Background: an optimization exercise with open tools, aiming at small area and a short achievable clock period. Do not read the settings as production practice.
Where RTL was checked, it was by simulation tests only, not by an equivalence proof against the original.
Function not checked in runs 2 and 3: the RTL went through the layout flow alone.
Power and IR drop assume default switching activity.

==> design.v <==
package branch_target_cache_pkg;
    localparam int DEF_ADDR_W    = 64;
    localparam int DEF_NUM_ENTRY = 16;
    typedef logic [DEF_ADDR_W-3:0] red_addr_t;
endpackage
module priority_encoder #(
    parameter int N = 4
) (
    input  logic [N-1:0]         req,
    output logic [$clog2(N)-1:0] idx,
    output logic                 valid
);
    localparam int IW = $clog2(N);
    always_comb begin
        idx   = '0;
        valid = 1'b0;
        for (int i = N - 1; i >= 0; i--) begin
            if (req[i]) begin
                idx   = IW'(i);
                valid = 1'b1;
            end
        end
    end
endmodule
module branch_target_cache #(
    parameter int ADDR_W    = branch_target_cache_pkg::DEF_ADDR_W,
    parameter int NUM_ENTRY = branch_target_cache_pkg::DEF_NUM_ENTRY
) (
    input  logic                           clk_i,
    input  logic                           arst_i,
    input  logic                           flush_i,
    input  logic [ADDR_W-1:0]              pc_i,
    input  logic                           upd_valid_i,
    input  logic [ADDR_W-1:0]              upd_current_i,
    input  logic [ADDR_W-1:0]              upd_next_i,
    output logic                           hit_o,
    output logic [ADDR_W-1:0]              target_o,
    output logic                           alloc_o,
    output logic                           evict_o,
    output logic [$clog2(NUM_ENTRY+1)-1:0] count_o
);
    localparam int TW = ADDR_W - 2;
    localparam int IW = $clog2(NUM_ENTRY);
    localparam int CW = $clog2(NUM_ENTRY + 1);
    logic [TW-1:0]        tags    [NUM_ENTRY];
    logic [TW-1:0]        targets [NUM_ENTRY];
    logic [NUM_ENTRY-1:0] valid;
    logic [NUM_ENTRY-1:0] pc_match;
    logic [NUM_ENTRY-1:0] upd_match;
    logic [IW-1:0]        victim;
    logic [IW-1:0]        match_idx;
    logic [IW-1:0]        free_idx;
    logic [IW-1:0]        wr_idx;
    logic [CW-1:0]        count;
    logic                 match_any;
    logic                 free_any;
    logic                 redirect;
    logic                 sequential;
    logic [TW-1:0]        pc_tag;
    logic [TW-1:0]        upd_tag;
    logic [TW-1:0]        hit_tgt;
    logic [ADDR_W-1:0]    pc_p4;
    assign pc_tag     = pc_i[ADDR_W-1:2];
    assign upd_tag    = upd_current_i[ADDR_W-1:2];
    assign pc_p4      = pc_i + ADDR_W'(4);
    assign redirect   = upd_valid_i && (upd_next_i != upd_current_i + ADDR_W'(4));
    assign sequential = upd_valid_i && !redirect;
    assign count_o    = count;
    assign alloc_o = !arst_i && redirect;
    assign evict_o = alloc_o && !match_any && !free_any;
    assign wr_idx  = match_any ? match_idx : (free_any ? free_idx : victim);
    priority_encoder #(.N(NUM_ENTRY)) u_match (
        .req   (upd_match),
        .idx   (match_idx),
        .valid (match_any)
    );
    priority_encoder #(.N(NUM_ENTRY)) u_free (
        .req   (~valid),
        .idx   (free_idx),
        .valid (free_any)
    );
    always_comb begin
        pc_match  = '0;
        upd_match = '0;
        hit_tgt   = '0;
        for (int i = 0; i < NUM_ENTRY; i++) begin
            pc_match[i]  = valid[i] && (tags[i] == pc_tag);
            upd_match[i] = valid[i] && (tags[i] == upd_tag);
            hit_tgt      = hit_tgt | (pc_match[i] ? targets[i] : '0);
        end
    end
    always_comb begin
        hit_o    = 1'b0;
        target_o = pc_p4;
        if (!arst_i) begin
            if (upd_valid_i && upd_tag == pc_tag) begin
                hit_o    = redirect;
                target_o = redirect ? {upd_next_i[ADDR_W-1:2], 2'b00} : pc_p4;
            end else if ($onehot(pc_match)) begin
                hit_o    = 1'b1;
                target_o = {hit_tgt, 2'b00};
            end
        end
    end
    always_ff @(posedge clk_i or posedge arst_i) begin
        if (arst_i) begin
            valid  <= '0;
            count  <= '0;
            victim <= '0;
        end else if (flush_i) begin
            valid  <= '0;
            count  <= '0;
            victim <= '0;
        end else begin
            if (alloc_o)
                valid[wr_idx] <= 1'b1;
            if (alloc_o && !match_any && free_any)
                count <= count + CW'(1);
            if (evict_o)
                victim <= victim + IW'(1);
            if (sequential && match_any) begin
                valid[match_idx] <= 1'b0;
                count            <= count - CW'(1);
            end
        end
    end
    always_ff @(posedge clk_i) begin
        if (alloc_o) begin
            tags[wr_idx]    <= upd_tag;
            targets[wr_idx] <= upd_next_i[ADDR_W-1:2];
        end
    end
endmodule
==> run.sh <==
#!/bin/bash
# synth_recipe.tcl (not shown) runs the flow's synth.tcl, then flattens the netlist and writes it again
# the make line also repeats each setting of config.mk as NAME=value (left out here)
make -C /OpenROAD-flow-scripts/flow DESIGN_CONFIG=/design/flow/config.mk WORK_HOME=/design/flow/orfs CLKGATE_MAP_FILE= SYNTH_SCRIPT=/design/flow/synth_recipe.tcl finish
==> config.mk <==
export PLATFORM = sky130hd
export DESIGN_NAME = branch_target_cache
export DESIGN_NICKNAME = branch_target_cache
export VERILOG_FILES = /design/flow/design.v
export SDC_FILE = /design/flow/constraint.sdc
export NUM_CORES = 4
export LEC_CHECK = 0
export CAP_MARGIN = 20
export CORE_MARGIN = 2
export CORE_UTILIZATION = 35
export SETUP_SLACK_MARGIN = 0.5
export SLEW_MARGIN = 20
==> constraint.sdc <==
create_clock -name core_clock -period 15.0 [get_ports {clk_i}]
set_input_delay 3.0000 -clock core_clock [delete_from_list [all_inputs] [get_ports {clk_i}]]
set_output_delay 3.0000 -clock core_clock [all_outputs]
set_load 0.01 [all_outputs]
==> metrics.cfg, run 1 <==
[timing]
fin_worst_skew_ps=74.1
fin_setup_tns_ps=0
max_freq_mhz=69.4
worst_slew_pin_slew_ps=1370
hold_viol=0
fin_crit_sh_pct=96.0
setup_viol=0
maxSlewViolCount=0
fin_crit_ps=14400
slew_headroom_pct=8.92
rsz0062_at_grt=false

[finish]
nets=8182
multi_input_area_mm2=0.0353
final_common_cell=edfxtp_1
drive_gt1_share_pct=13.3
area_growth_pct=17.7
seq_area_mm2=0.0602
final_util_pct=41.4
final_cell_mix=1,984 x edfxtp_1, 848 x xnor2_1, 833 x xor2_1
finalNonFillerCells=11900
n_fill_cell=25900

[synthesis]
synthTopCellsByArea=edfxtp_1 61%, xnor2_1 7.6%, xor2_1 7.4%, nand4_1 2.1%, nor4_1 1.9%
ys_seq_area_share_pct=61.4
netlist.area_leader.share_pct=60.8
synth_area_per_cell_um2=13.3
ys_async_sr_fraction_pct=1.24
synth_ff_type=edfxtp_1
ys_types=92
ys_ff_latch=2009
ys_warn_count=2
synth-edff-count=1984
yosysTopAreaCell=edfxtp_1
netlist_area_mm2=0.0980
synthCells=7389
synth_nets=7615

[outcome]
status=finished clean

[drt]
vias=78800
routed_wl_mm=573
dr.first_iter.drc_count=15500
ant_nets=0
via_per_inst=6.62
drtPass1Iterations=6
wl_per_cell_um=48.1
route.detailed.drc=0

[die]
start_util_pct=35.1
dieArea_mm2=0.284
num_rows=194
io_pins=268
die_y_um=533
core-area_mm2=0.279
fp.dieW_um=533

[hold_path]
hp-start=count[4]
worstHoldEndpoint=count[4]
min_path_type=reg -> reg
holdPathStages=2

[worst_setup_path]
crit_arrival_ps=11400
crit_top_cell=fa_1
reg2reg_setup_slack_ps=7500
path_class=in -> out
crit_required_ps=12000
critPathMaxStageDelay_ps=820
slowest_stage=fa_1
timing.rr.start=tags[15][34]
cp-start-kind=input port
end_kind=primary output
rr_worst_depth=15
critPathMaxFanout=12
r2r-end=tags[11][29]

[power_and_ir_drop]
irDropWorstVdd_mv=0.100
power.density_mw_per_mm2=117
power_leakage_nw=37.1

[global_routing]
grt_pass1_wl_mm=732
antenna_found_initial=76
grt_overflow_total=0
grt.total_usage_pct=38.9
grt_start_max_net_pins=100
grt_pass1_vias=72700

[placement]
placed_cells=11400
dp_hpwl_mm=400
place.gp.congestion=1.07
portBuffers=267

[clocking]
cts_tree=done
cts_buffers=227
htreeDepth=4
cts.sinks=2009
clk_latency_ps=960
clk_pin_slew_worst_paths_ps=50
cts_root_buf=clkbuf_16
cts_buffer_depth=4

[flow_run]
max_cap_violations=0

-- sequential cells by signal (all words and copies together), names as in the netlist --
register	cells
tags	992
victim	4
count	5
targets	992
valid	16
-- where the power goes --
group / switching (W) / internal [W]
Combinational: 0.00105 / 0.000342
Clock: 0.00250 / 0.00341
Sequential: 0.0000161 / 0.00619
-- synthesized netlist by cell type, drive strengths merged, types with 10 or more instances --
library cell  instances
edfxtp             1984
xnor2               853
xor2                833
nand4               322
nor4                294
nor2b               233
clkbuf              230
buf                 220
inv                 219
nand2               205
nand2b              205
a221oi              179
a22oi               172
a21oi               127
a22o                127
nor2                124
nand3                99
a2111oi              80
o22ai                78
o2111ai              74
o21ai                74
a222oi               67
and3                 62
nor3                 59
and2                 51
or4                  30
dfrtp                25
o221ai               24
and4                 23
a211oi               21
o2bb2ai              21
a221o                20
ha                   19
a31oi                16
a2bb2oi              14
or3                  13
o21a                 12
a32oi                11
fa                   11
o211ai               10
-- final cells by class --
cell class	instances	area share (%)
clock inverter	148	1.53
inverter	228	0.741
sequential	2009	52.2
tap	3724	4.04
antenna	46	0.0997
multi-input combinational	4702	30.6
timing repair buffer	788	5.68
clock buffer	271	5.13
-- worst max-delay path: cells and delay by family --
family / cells / cell delay (ps)
adder cells (fa/ha/maj): 6 / 2900
AND/OR/NAND/NOR: 7 / 1900
AO/OA/AOI/OAI: 7 / 1300
XOR/XNOR: 1 / 180
buffers and inverters: 6 / 2050
-- metal layers --
metal	wire length, um	GRT usage, %
met5	258	0
met4	48500	27.5
met2	235000	55.1
met1	213000	50.0
met3	76500	12.8
-- cells by family after synthesis --
family	synth area share, %
AOI/OAI and AO/OA	9.53
DFF	61.4
muxes	0.117
and+or+nand+nor	10.6
buffers and inverters	2.80
xor gates and xnor gates	15.1
adders and majority gates	0.467
-- timing repair --
| item | CTS | global route |
|---|---|---|
| hold buffers | 0 | 0 |
| gates resized for setup | 2 | 12 |
| pin swaps | 0 | 0 |
| setup buffers | 0 | 1 |
| endpoints found under the setup margin | 17 | 63 |
| cloned | 0 | 0 |
-- stage by stage --
step | hold WS [ps] | power [W] | instance area, um2 | setup WS [ps]
after floorplan | 499 | 0.00680 | 98000 | -34.5
after global placement | 542 | 0.00763 | 108000 | 199
after detailed placement | 568 | 0.00763 | 108000 | 339
after CTS | 583 | 0.0134 | 115000 | 502
after global routing | 599 | 0.0137 | 115000 | 513
final | 574 | 0.0135 | 115000 | 598
-- worst max path at each step --
stage / cells past startpoint / end / from
after floorplan: 15 / tags[12][0] / upd_current_i[36]
after global placement: 28 / target_o[43] / pc_i[9]
after detailed placement: 28 / target_o[43] / pc_i[9]
after CTS: 29 / target_o[43] / pc_i[33]
after global routing: 28 / target_o[41] / pc_i[14]
final: 27 / target_o[41] / pc_i[14]
==> run 2, diff against run 1 <==
==> design.v (replaced) <==
package branch_target_cache_pkg;
    localparam int DEF_ADDR_W    = 64;
    localparam int DEF_NUM_ENTRY = 16;
    typedef logic [DEF_ADDR_W-3:0] red_addr_t;
endpackage
module branch_target_cache #(
    parameter int ADDR_W    = branch_target_cache_pkg::DEF_ADDR_W,
    parameter int NUM_ENTRY = branch_target_cache_pkg::DEF_NUM_ENTRY
) (
    input  logic                           clk_i,
    input  logic                           arst_i,
    input  logic                           flush_i,
    input  logic [ADDR_W-1:0]              pc_i,
    input  logic                           upd_valid_i,
    input  logic [ADDR_W-1:0]              upd_current_i,
    input  logic [ADDR_W-1:0]              upd_next_i,
    output logic                           hit_o,
    output logic [ADDR_W-1:0]              target_o,
    output logic                           alloc_o,
    output logic                           evict_o,
    output logic [$clog2(NUM_ENTRY+1)-1:0] count_o
);
    localparam int TW = ADDR_W - 2;
    localparam int N  = NUM_ENTRY;
    localparam int IW = $clog2(NUM_ENTRY);
    localparam int CW = $clog2(NUM_ENTRY + 1);
    logic [TW-1:0] tags    [N];
    logic [TW-1:0] targets [N];
    logic [N-1:0]  valid;
    logic [IW-1:0] victim;
    logic [CW-1:0] count;
    logic [TW-1:0] pc_tag, upd_tag, nxt_tag;
    logic [N-1:0]  pc_match, upd_match, free_oh, victim_oh, wsel;
    logic          match_any, all_valid, bypass, seq_ok, redirect, sequential;
    logic          hit_any, hit_sel, bp_sel;
    logic [TW-1:0] hit_tgt;
    logic [ADDR_W-1:0] pc_p4;
    logic [TW-1:0] cin;
    assign pc_tag  = pc_i[ADDR_W-1:2];
    assign upd_tag = upd_current_i[ADDR_W-1:2];
    assign nxt_tag = upd_next_i[ADDR_W-1:2];
    assign pc_p4   = pc_i + ADDR_W'(4);
    assign cin = nxt_tag ^ upd_tag;
    always_comb begin
        seq_ok = (upd_next_i[1:0] == upd_current_i[1:0]) && cin[0];
        for (int i = 1; i < TW; i++)
            seq_ok = seq_ok && (cin[i] == (upd_tag[i-1] && cin[i-1]));
    end
    assign redirect   = upd_valid_i && !seq_ok;
    assign sequential = upd_valid_i && seq_ok;
    assign bypass     = upd_valid_i && (upd_tag == pc_tag);
    always_comb begin
        for (int i = 0; i < N; i++) begin
            pc_match[i]  = valid[i] && (tags[i] == pc_tag);
            upd_match[i] = valid[i] && (tags[i] == upd_tag);
        end
    end
    assign match_any = |upd_match;
    assign all_valid = &valid;
    assign hit_any   = |pc_match;
    always_comb begin
        for (int i = 0; i < N; i++) begin
            free_oh[i]   = !valid[i] && ((valid & ((N'(1) << i) - N'(1))) == ((N'(1) << i) - N'(1)));
            victim_oh[i] = (victim == IW'(i));
        end
    end
    assign wsel = match_any ? upd_match : (all_valid ? victim_oh : free_oh);
    always_comb begin
        hit_tgt = '0;
        for (int i = 0; i < N; i++)
            hit_tgt = hit_tgt | (pc_match[i] ? targets[i] : '0);
    end
    assign bp_sel  = !arst_i && bypass && redirect;
    assign hit_sel = !arst_i && !bypass && hit_any;
    assign hit_o    = bp_sel || hit_sel;
    assign target_o = bp_sel  ? {nxt_tag, 2'b00} :
                      hit_sel ? {hit_tgt, 2'b00} : pc_p4;
    assign alloc_o  = !arst_i && redirect;
    assign evict_o  = alloc_o && !match_any && all_valid;
    assign count_o  = count;
    always_ff @(posedge clk_i or posedge arst_i) begin
        if (arst_i) begin
            valid  <= '0;
            count  <= '0;
            victim <= '0;
        end else if (flush_i) begin
            valid  <= '0;
            count  <= '0;
            victim <= '0;
        end else begin
            valid <= (valid & ~(sequential ? upd_match : '0)) | (redirect ? wsel : '0);
            if (redirect && !match_any && !all_valid)
                count <= count + CW'(1);
            else if (sequential && match_any)
                count <= count - CW'(1);
            if (redirect && !match_any && all_valid)
                victim <= victim + IW'(1);
        end
    end
    always_ff @(posedge clk_i) begin
        for (int i = 0; i < N; i++) begin
            if (redirect && wsel[i]) begin
                tags[i]    <= upd_tag;
                targets[i] <= nxt_tag;
            end
        end
    end
endmodule
--- a/config.mk
+++ b/config.mk
@@ -8,5 +8,5 @@
 export CAP_MARGIN = 20
 export CORE_MARGIN = 2
 export CORE_UTILIZATION = 35
-export SETUP_SLACK_MARGIN = 0.5
+export SETUP_SLACK_MARGIN = 5
 export SLEW_MARGIN = 20
==> run 2 against run 1 <==
Compared with the run above: still clean; register-to-register slack better by 880 ps; largest power group unchanged; die area is 2.5% lower; largest cell class unchanged; clock power down 5.4%; via count down 0.95%; core utilization increased by 1.7 points; sequential power about the same.
==> metrics.cfg, run 2 <==
[outcome]
status=finished clean  ; unchanged

[worst_setup_path]
path_cells=buf_6 -> buf_8 -> clkinv_1 -> buf_4 -> o221ai_1 -> nor4_1 -> nand4_1 -> nand4_1 -> or4b_4 -> nor4_4 -> clkdlybuf4s50_1
end_kind=primary output  ; unchanged
path_class=in -> out  ; unchanged
cp-start-kind=input port  ; unchanged
crit_top_cell=nand4_1  ; was fa_1
slowest_stage=or4b_4  ; was fa_1
critPathMaxFanout=14  ; was 12
crit_arrival_ps=7270  ; was 11,400 ps
crit_required_ps=12000  ; about the same
cp_top_family=simple AND/OR/NAND/NOR gates  ; was adder cells
critPathMaxStageDelay_ps=730  ; was 820 ps
path_buf_inv=5  ; was 6

[clocking]
clk_pin_slew_worst_paths_ps=60  ; was 50 ps
postCtsHoldBufs=0  ; unchanged
cts_buffer_depth=4  ; unchanged
htreeDepth=4  ; unchanged
cts_root_buf=clkbuf_16  ; unchanged
cts.sinks=2009  ; unchanged
cts_buffers=217  ; was 227
clk_latency_ps=940  ; was 960 ps
cts_tree=done  ; unchanged

[die]
fp.dieW_um=527  ; was 533 um
core-area_mm2=0.271  ; was 0.279 mm2
num_rows=191  ; was 194
die_y_um=527  ; was 533 um
dieArea_mm2=0.277  ; was 0.284 mm2
start_util_pct=35.2  ; was 35.1%
io_pins=268  ; unchanged

[global_routing]
grt_start_max_net_pins=125  ; was 100
grt_pass1_wl_mm=699  ; was 732 mm
grt.total_usage_pct=38.1  ; was 38.9%
grt_overflow_total=0  ; unchanged
antenna_found_initial=83  ; was 76
grt_pass1_vias=70600  ; was 72,700

[synthesis]
synthTopCellsByArea=edfxtp_1 62%, xnor2_1 8.2%, xor2_1 7.1%, nand4_1 2.2%, a22oi_1 1.9%  ; was edfxtp_1 61%, xnor2_1 7.6%, xor2_1 7.4%, nand4_1 2.1%, nor4_1 1.9%
synthCells=6984  ; was 7,389
ys_seq_area_share_pct=63.0  ; was 61.4%
synth-edff-count=1984  ; unchanged
netlist.area_leader.share_pct=62.3  ; was 60.8%
ys_ff_latch=2009  ; unchanged
yosysTopAreaCell=edfxtp_1  ; unchanged
synth_area_per_cell_um2=13.7  ; was 13.3 um2
ys_types=77  ; was 92
synth_commonest_cells=1,984 x edfxtp_1, 893 x xnor2_1, 779 x xor2_1  ; was 1,984 x edfxtp_1, 853 x xnor2_1, 833 x xor2_1
ys_async_sr_fraction_pct=1.24  ; unchanged
synth_nets=7251  ; was 7,615
ys_warn_count=3  ; was 2
netlist_area_mm2=0.0956  ; was 0.0980 mm2
synth_most_common_cell=edfxtp_1  ; unchanged
synth_ff_type=edfxtp_1  ; unchanged

[timing]
worst_slew_pin_slew_ps=1260  ; was 1370 ps
fin_setup_tns_ps=0  ; unchanged
setup_viol=0  ; unchanged
hold_slack_ps=581  ; was 574 ps
fin_crit_ps=10270  ; was 14,400 ps
fin_crit_sh_pct=68.5  ; was 96.0%
slew_headroom_pct=15.6  ; was 8.92%
max_freq_mhz=97.3  ; was 69.4 MHz
rsz0062_at_grt=true  ; was false
fin_worst_skew_ps=86.9  ; was 74.1 ps
hold_viol=0  ; unchanged
maxSlewViolCount=0  ; unchanged

[power_and_ir_drop]
power.density_mw_per_mm2=114  ; was 117 mW/mm2
power_leakage_nw=38.5  ; was 37.1 nW
irDropWorstVdd_mv=0.115  ; was 0.100 mV

[drt]
dr.first_iter.drc_count=17300  ; was 15,500
routed_wl_mm=552  ; was 573 mm
wl_per_cell_um=48.0  ; was 48.1 um
ant_nets=0  ; unchanged
route.detailed.drc=0  ; unchanged
via_per_inst=6.79  ; was 6.62
drtPass1Iterations=9  ; was 6
vias=78100  ; was 78,800

[placement]
placed_cells=10700  ; was 11,400
dp_hpwl_mm=338  ; was 400 mm
portBuffers=267  ; unchanged
place.gp.congestion=1.05  ; was 1.07
placed_cell_area_mm2=0.103  ; was 0.108 mm2

[finish]
final_common_cell=edfxtp_1  ; unchanged
final_cell_mix=1,984 x edfxtp_1, 887 x xnor2_1, 777 x xor2_1  ; was 1,984 x edfxtp_1, 848 x xnor2_1, 833 x xor2_1
area_growth_pct=22.3  ; was 17.7%
nets=7968  ; was 8,182
postLayoutCellArea_mm2=0.117  ; was 0.115 mm2
finalNonFillerCells=11500  ; was 11,900
n_fill_cell=24600  ; was 25,900
drive_gt1_share_pct=18.7  ; was 13.3%
reg.largest.list=tags: 992 flops, targets: 992 flops, valid: 16 flops  ; unchanged

[flow_run]
max_cap_violations=0  ; unchanged

[hold_path]
min_path_type=reg -> reg  ; unchanged

[run 2: cell count changes after synthesis, moves of 54 or more]
cell	before	now
a22oi_1	172	244
xor2_1	833	779
a221oi_1	179	87
nand2b_1	205	118
clkbuf_1	229	138
buf_2	108	211
[run 2: cell families after synthesis]
| kind of cell | synth area share, % |
|---|---|
| flip-flops | 63.0 |
| buffers and inverters | 2.95 |
| AND/OR/NAND/NOR | 9.17 |
| adder cells (fa/ha/maj) | 0.937 |
| AO/OA/AOI/OAI | 8.50 |
| multiplexers | 0.144 |
| XOR/XNOR | 15.3 |
[run 2: layout make-up]
class	count	area (um2)	share of cell area [%]
timing repair inverter	1	16.3	0.0139
multi-input combinational	4324	34500	29.5
clock inverter	129	1460	1.25
tap	3570	4470	3.82
sequential	2009	60200	51.5
inverter	255	1160	0.989
timing repair buffer	893	9320	7.97
clock buffer	260	5650	4.84
antenna	56	140	0.120
[run 2: worst reg2reg max path: stages, from the launching register on]
cell       delay, ps
edfxtp_1         500
o221ai_1         360
nor4_1           110
and4_1           400
o2bb2ai_1        260
nor4_4           380
or4b_4           640
nor2_1           860
nand2_1          560
fa_1             590
a21o_1           200
a21oi_1          630
and2_1           230
mux2i_1          240
or3_1            410
a21oi_1          140
[run 2: report_power, final]
group	switching, W	total [W]	internal [W]
Clock	0.00241	0.00559	0.00318
Combinational	0.00106	0.00146	0.000399
Sequential	0.0000294	0.00624	0.00621
[run 2: per-stage QoR]
step                      total power [W]  util (%)  worst slack (ps)
after floorplan                   0.00683         -              5640
after global placement            0.00757      38.1              1930
after detailed placement          0.00757      38.1              1830
after CTS                          0.0131      42.4              4760
after global routing               0.0134      43.0              4920
final                              0.0133      43.1              4730
[run 2: layer usage]
layer  vias to the layer above  track usage, %  routed length, um
li1                      28200               -                  -
met1                     39400            48.2             196000
met2                      8357            51.6             217000
met3                      1976            17.6              94800
met4                        66            24.9              43800
met5                         -            1.02                682
[run 2: repair_timing]
item | CTS | global route
pin swaps | 60 | 39
gates resized for setup | 958 | 390
endpoints found under the setup margin | 67 | 67
hold endpoints to repair | 0 | 0
setup buffers | 173 | 100
gates cloned | 33 | 5
[run 2: path summary, 6_finish.rpt]
path                            slack (ps)  cells past startpoint         startpoint       end
worst max register to register        8380                     15        tags[11][1]  count[4]
worst min-delay path                   580                      2           count[4]  count[4]
worst min register to register         580                      2           count[4]  count[4]
min in group asynchronous             3310                      3             arst_i  valid[1]
worst max-delay path                  4730                     11  upd_current_i[31]   evict_o
max in group asynchronous            11290                      3             arst_i  valid[7]
==> run 3, diff against run 2 <==
--- a/design.v
+++ b/design.v
@@ -3,6 +3,29 @@
     localparam int DEF_NUM_ENTRY = 16;
     typedef logic [DEF_ADDR_W-3:0] red_addr_t;
 endpackage
+module btc_eq #(
+    parameter int W = 62
+) (
+    input  logic [W-1:0] a,
+    input  logic [W-1:0] b,
+    output logic         eq
+);
+    assign eq = (a == b);
+endmodule
+module btc_sel #(
+    parameter int N = 16,
+    parameter int W = 62
+) (
+    input  logic [N-1:0]   sel,
+    input  logic [N*W-1:0] data,
+    output logic [W-1:0]   out
+);
+    always_comb begin
+        out = '0;
+        for (int i = 0; i < N; i++)
+            out = out | (sel[i] ? data[i*W +: W] : '0);
+    end
+endmodule
 module branch_target_cache #(
     parameter int ADDR_W    = branch_target_cache_pkg::DEF_ADDR_W,
     parameter int NUM_ENTRY = branch_target_cache_pkg::DEF_NUM_ENTRY
@@ -49,12 +72,13 @@
     assign redirect   = upd_valid_i && !seq_ok;
     assign sequential = upd_valid_i && seq_ok;
     assign bypass     = upd_valid_i && (upd_tag == pc_tag);
-    always_comb begin
-        for (int i = 0; i < N; i++) begin
-            pc_match[i]  = valid[i] && (tags[i] == pc_tag);
-            upd_match[i] = valid[i] && (tags[i] == upd_tag);
-        end
+    logic [N-1:0] pc_eq, upd_eq;
+    for (genvar i = 0; i < N; i++) begin : g_cmp
+        btc_eq #(.W(TW)) u_pc  (.a(tags[i]), .b(pc_tag),  .eq(pc_eq[i]));
+        btc_eq #(.W(TW)) u_upd (.a(tags[i]), .b(upd_tag), .eq(upd_eq[i]));
     end
+    assign pc_match  = valid & pc_eq;
+    assign upd_match = valid & upd_eq;
     assign match_any = |upd_match;
     assign all_valid = &valid;
     assign hit_any   = |pc_match;
@@ -65,11 +89,11 @@
         end
     end
     assign wsel = match_any ? upd_match : (all_valid ? victim_oh : free_oh);
-    always_comb begin
-        hit_tgt = '0;
-        for (int i = 0; i < N; i++)
-            hit_tgt = hit_tgt | (pc_match[i] ? targets[i] : '0);
+    logic [N*TW-1:0] tgt_flat;
+    for (genvar i = 0; i < N; i++) begin : g_flat
+        assign tgt_flat[i*TW +: TW] = targets[i];
     end
+    btc_sel #(.N(N), .W(TW)) u_sel (.sel(pc_match), .data(tgt_flat), .out(hit_tgt));
     assign bp_sel  = !arst_i && bypass && redirect;
     assign hit_sel = !arst_i && !bypass && hit_any;
     assign hit_o    = bp_sel || hit_sel;
--- a/config.mk
+++ b/config.mk
@@ -10,3 +10,4 @@
 export CORE_UTILIZATION = 35
 export SETUP_SLACK_MARGIN = 5
 export SLEW_MARGIN = 20
+export SYNTH_HIERARCHICAL = 1
==> run 3 against run 2 <==
Compared with the run above: worst setup slack gained 4.1 ps; final area shrank 5.4%; clock power shrank 7.0%; via count shrank 20%; synthesized area shrank 1.2%; non-clock buffer count shrank 386; combinational power shrank 35%; synthesized cell count shrank 9.5%; sequential share of layout area grew 2.9 points; first-iteration DRC count shrank 55%.
==> metrics.cfg, run 3 <==
[worst_setup_path]
critPathMaxFanout=20  ; was 14
path_class=in -> out  ; unchanged
crit_required_ps=12000  ; about the same
end_kind=primary output  ; unchanged
cp-start-kind=input port  ; unchanged
crit_arrival_ps=7270  ; about the same

[timing]
worst_slew_pin_slew_ps=1330  ; was 1260 ps
maxSlewViolCount=0  ; unchanged
fin_crit_sh_pct=68.5  ; about the same
fin_crit_ps=10270  ; about the same
rsz0062_at_grt=true  ; unchanged
slew_headroom_pct=11.3  ; was 15.6%
setup_viol=0  ; unchanged
max_freq_mhz=97.4  ; was 97.3 MHz
hold_slack_ps=645  ; was 581 ps
fin_setup_tns_ps=0  ; unchanged
fin_worst_skew_ps=123  ; was 86.9 ps
hold_viol=0  ; unchanged

[global_routing]
grt_busiest_layer=met2  ; unchanged
met1_usage_pct=33.4  ; was 48.2%
grt_start_max_net_pins=125  ; unchanged
grt.total_usage_pct=25.4  ; was 38.1%
grt_pass1_wl_mm=486  ; was 699 mm
use_met2_pct=38.1  ; was 51.6%
antenna_found_initial=47  ; was 83
grt_pass1_vias=60000  ; was 70,600
gr-usage-met3_pct=6.65  ; was 17.6%
grt_overflow_total=0  ; unchanged

[drt]
wl_per_cell_um=33.7  ; was 48.0 um
drtPass1Iterations=5  ; was 9
route.detailed.drc=0  ; unchanged
routed_wl_mm=358  ; was 552 mm
dr.first_iter.drc_count=7821  ; was 17,300
via_per_inst=5.85  ; was 6.79
vias=62200  ; was 78,100
ant_nets=0  ; unchanged

[clocking]
cts_tree=done  ; unchanged
htreeDepth=4  ; unchanged
cts_buffers=212  ; was 217
cts_root_buf=clkbuf_16  ; unchanged
cts_buffer_depth=3  ; was 4
clk_latency_ps=930  ; was 940 ps
cts.sinks=2009  ; unchanged
clk_pin_slew_worst_paths_ps=60  ; about the same

[finish]
final_common_cell=xor2_1  ; was edfxtp_1
area_growth_pct=17.1  ; was 22.3%
final_cell_mix=2,020 x xor2_1, 1,984 x edfxtp_1, 501 x nor4_1  ; was 1,984 x edfxtp_1, 887 x xnor2_1, 777 x xor2_1
finalNonFillerCells=10600  ; was 11,500
postLayoutCellArea_mm2=0.111  ; was 0.117 mm2
nets=7170  ; was 7,968
n_fill_cell=24200  ; was 24,600
drive_gt1_share_pct=12.5  ; was 18.7%
reg.largest.list=tags: 992 flops, targets: 992 flops, valid: 16 flops  ; unchanged
final_util_pct=41.3  ; was 43.1%

[synthesis]
ys_ff_latch=2009  ; unchanged
yosysTopAreaCell=edfxtp_1  ; unchanged
netlist.area_leader.share_pct=63.1  ; was 62.3%
synthTopCellsByArea=edfxtp_1 63%, xor2_1 19%, nor4_1 3.4%, a221oi_1 2.3%, a22o_1 2.3%  ; was edfxtp_1 62%, xnor2_1 8.2%, xor2_1 7.1%, nand4_1 2.2%, a22oi_1 1.9%
synth_ff_type=edfxtp_1  ; unchanged
synth_nets=6585  ; was 7,251
synth_area_per_cell_um2=15.0  ; was 13.7 um2
ys_warn_count=12  ; was 3
synth_commonest_cells=2,020 x xor2_1, 1,984 x edfxtp_1, 521 x nor4_1  ; was 1,984 x edfxtp_1, 893 x xnor2_1, 779 x xor2_1
synth_most_common_cell=xor2_1  ; was edfxtp_1
synth-edff-count=1984  ; unchanged
netlist_area_mm2=0.0945  ; was 0.0956 mm2
synthCells=6318  ; was 6,984
ys_types=62  ; was 77
ys_seq_area_share_pct=63.7  ; was 63.0%
ys_async_sr_fraction_pct=1.24  ; unchanged

[placement]
placed_cells=10200  ; was 10,700
dp_hpwl_mm=217  ; was 338 mm
portBuffers=267  ; unchanged
placed_cell_area_mm2=0.102  ; was 0.103 mm2
place.gp.congestion=0.980  ; was 1.05

[die]
fp.dieW_um=524  ; was 527 um
core-area_mm2=0.268  ; was 0.271 mm2
num_rows=190  ; was 191
io_pins=268  ; unchanged
start_util_pct=35.2  ; about the same
die_y_um=524  ; was 527 um
dieArea_mm2=0.274  ; was 0.277 mm2

[outcome]
status=finished clean  ; unchanged

[hold_path]
min_path_type=reg -> reg  ; unchanged

[power_and_ir_drop]
irDropWorstVdd_mv=0.123  ; was 0.115 mV
power_leakage_nw=38.4  ; was 38.5 nW
power.density_mw_per_mm2=112  ; was 114 mW/mm2

[flow_run]
max_cap_violations=0  ; unchanged

## run 3: path summary, 6_finish.rpt
kind | from | endpoint | slack (ps) | cells after the start
max in group asynchronous | arst_i | valid[7] | 11290 | 3
max reg2reg | valid[0] | targets[11][24] | 9320 | 8
max | pc_i[40] | target_o[63] | 4730 | 16
min | count[1] | count[1] | 640 | 2
min in group asynchronous | arst_i | valid[1] | 3350 | 3
min reg2reg | count[1] | count[1] | 640 | 2
## run 3: kinds of logic after synthesis
logic type / Yosys count / synth area share (%)
xor gates and xnor gates: 2137 / 19.8
DFF: 2009 / 63.7
and+or+nand+nor: 1132 / 7.26
AOI/OAI and AO/OA: 598 / 5.37
buffers and inverters: 239 / 1.48
muxes: 132 / 1.41
adders and majority gates: 71 / 0.948
## run 3: metal layers
layer | up-vias | routed length [um]
li1 | 25600 | -
met1 | 32200 | 141000
met2 | 3572 | 157000
met3 | 835 | 37500
met4 | 46 | 22600
met5 | - | 313
## run 3: cell type report
class / instances / area, um2 / share of cell area [%]
Timing Repair Buffer: 507 / 4980 / 4.50
Clock buffer: 269 / 5520 / 4.99
Multi-Input combinational cell: 4086 / 33800 / 30.6
Inverter: 87 / 334 / 0.302
Tap cell: 3552 / 4440 / 4.02
Antenna cell: 21 / 52.6 / 0.0475
Sequential cell: 2009 / 60200 / 54.4
Clock inverter: 116 / 1290 / 1.17
## run 3: worst max-delay path, cell delays in order
cell	delay, ps
buf_4	450
xor2_1	130
nor4_1	280
nand4_1	630
nor4_4	520
and2_4	270
or4_4	150
nor4_4	40
a41oi_2	190
o21ai_4	160
buf_4	170
buf_12	140
buf_16	190
mux2_2	290
mux2_1	320
dlygate4sd2_1	300
## run 3: metrics by stage
stage	setup slack, ps	total power, W
finish	4730	0.0124
CTS	4890	0.0124
detailed placement	3320	0.00727
global placement	3340	0.00725
floorplan	3770	0.00671
global route	4770	0.0127
## run 3: report_power, final
| group | switching [W] | internal, W | leakage (nW) | total, W |
|---|---|---|---|---|
| clock | 0.00228 | 0.00292 | 3.29 | 0.00520 |
| sequential | 0.0000306 | 0.00622 | 18.3 | 0.00625 |
| combinational | 0.000667 | 0.000284 | 16.8 | 0.000951 |
## run 3: what timing repair did
item                                    CTS  global route
gates resized for setup                 522           123
cloned                                   22             0
endpoints found under the setup margin   67            53
hold buffers                              0             0
pin swaps                                65            26
buffers inserted                         52             8

==> port drivers added, routing unchanged <==
No port has a modelled driver above. Below, the same layouts with a new extraction and two added sets of constraints. Step 1, drivers: a clkbuf_16 drives clk_i and a buf_2 each remaining input, both assumed. Step 2 adds t to the input delays and takes it off the output delays; t is the mean of the earliest and latest rising clock arrival at the registers after step 1. Input paths then give back, and output paths get back, about the clock's delay inside the block. Three values: no drivers, after step 1, after step 2; two values: the first two.
run | t (ns) | setup WS [ns] | worst hold slack (ns) | slew at the worst register clock pin (ns) | cell pins on the clock port's net
run 1 | 1.033 | 0.598 / 0.570 / 0.570 | 0.574 / 0.574 / 0.574 | 0.07 / 0.07 | 1
run 2 | 0.992 | 4.725 / 4.683 / 4.683 | 0.581 / 0.581 / 0.581 | 0.07 / 0.07 | 1
run 3 | 0.963 | 4.729 / 4.693 / 4.693 | 0.645 / 0.645 / 0.645 | 0.07 / 0.07 | 1
After both steps every run listed still meets setup and hold. For run 2, which loses most, drivers alone change the setup slack by -0.042 ns; drivers and shift together by -0.042 ns.
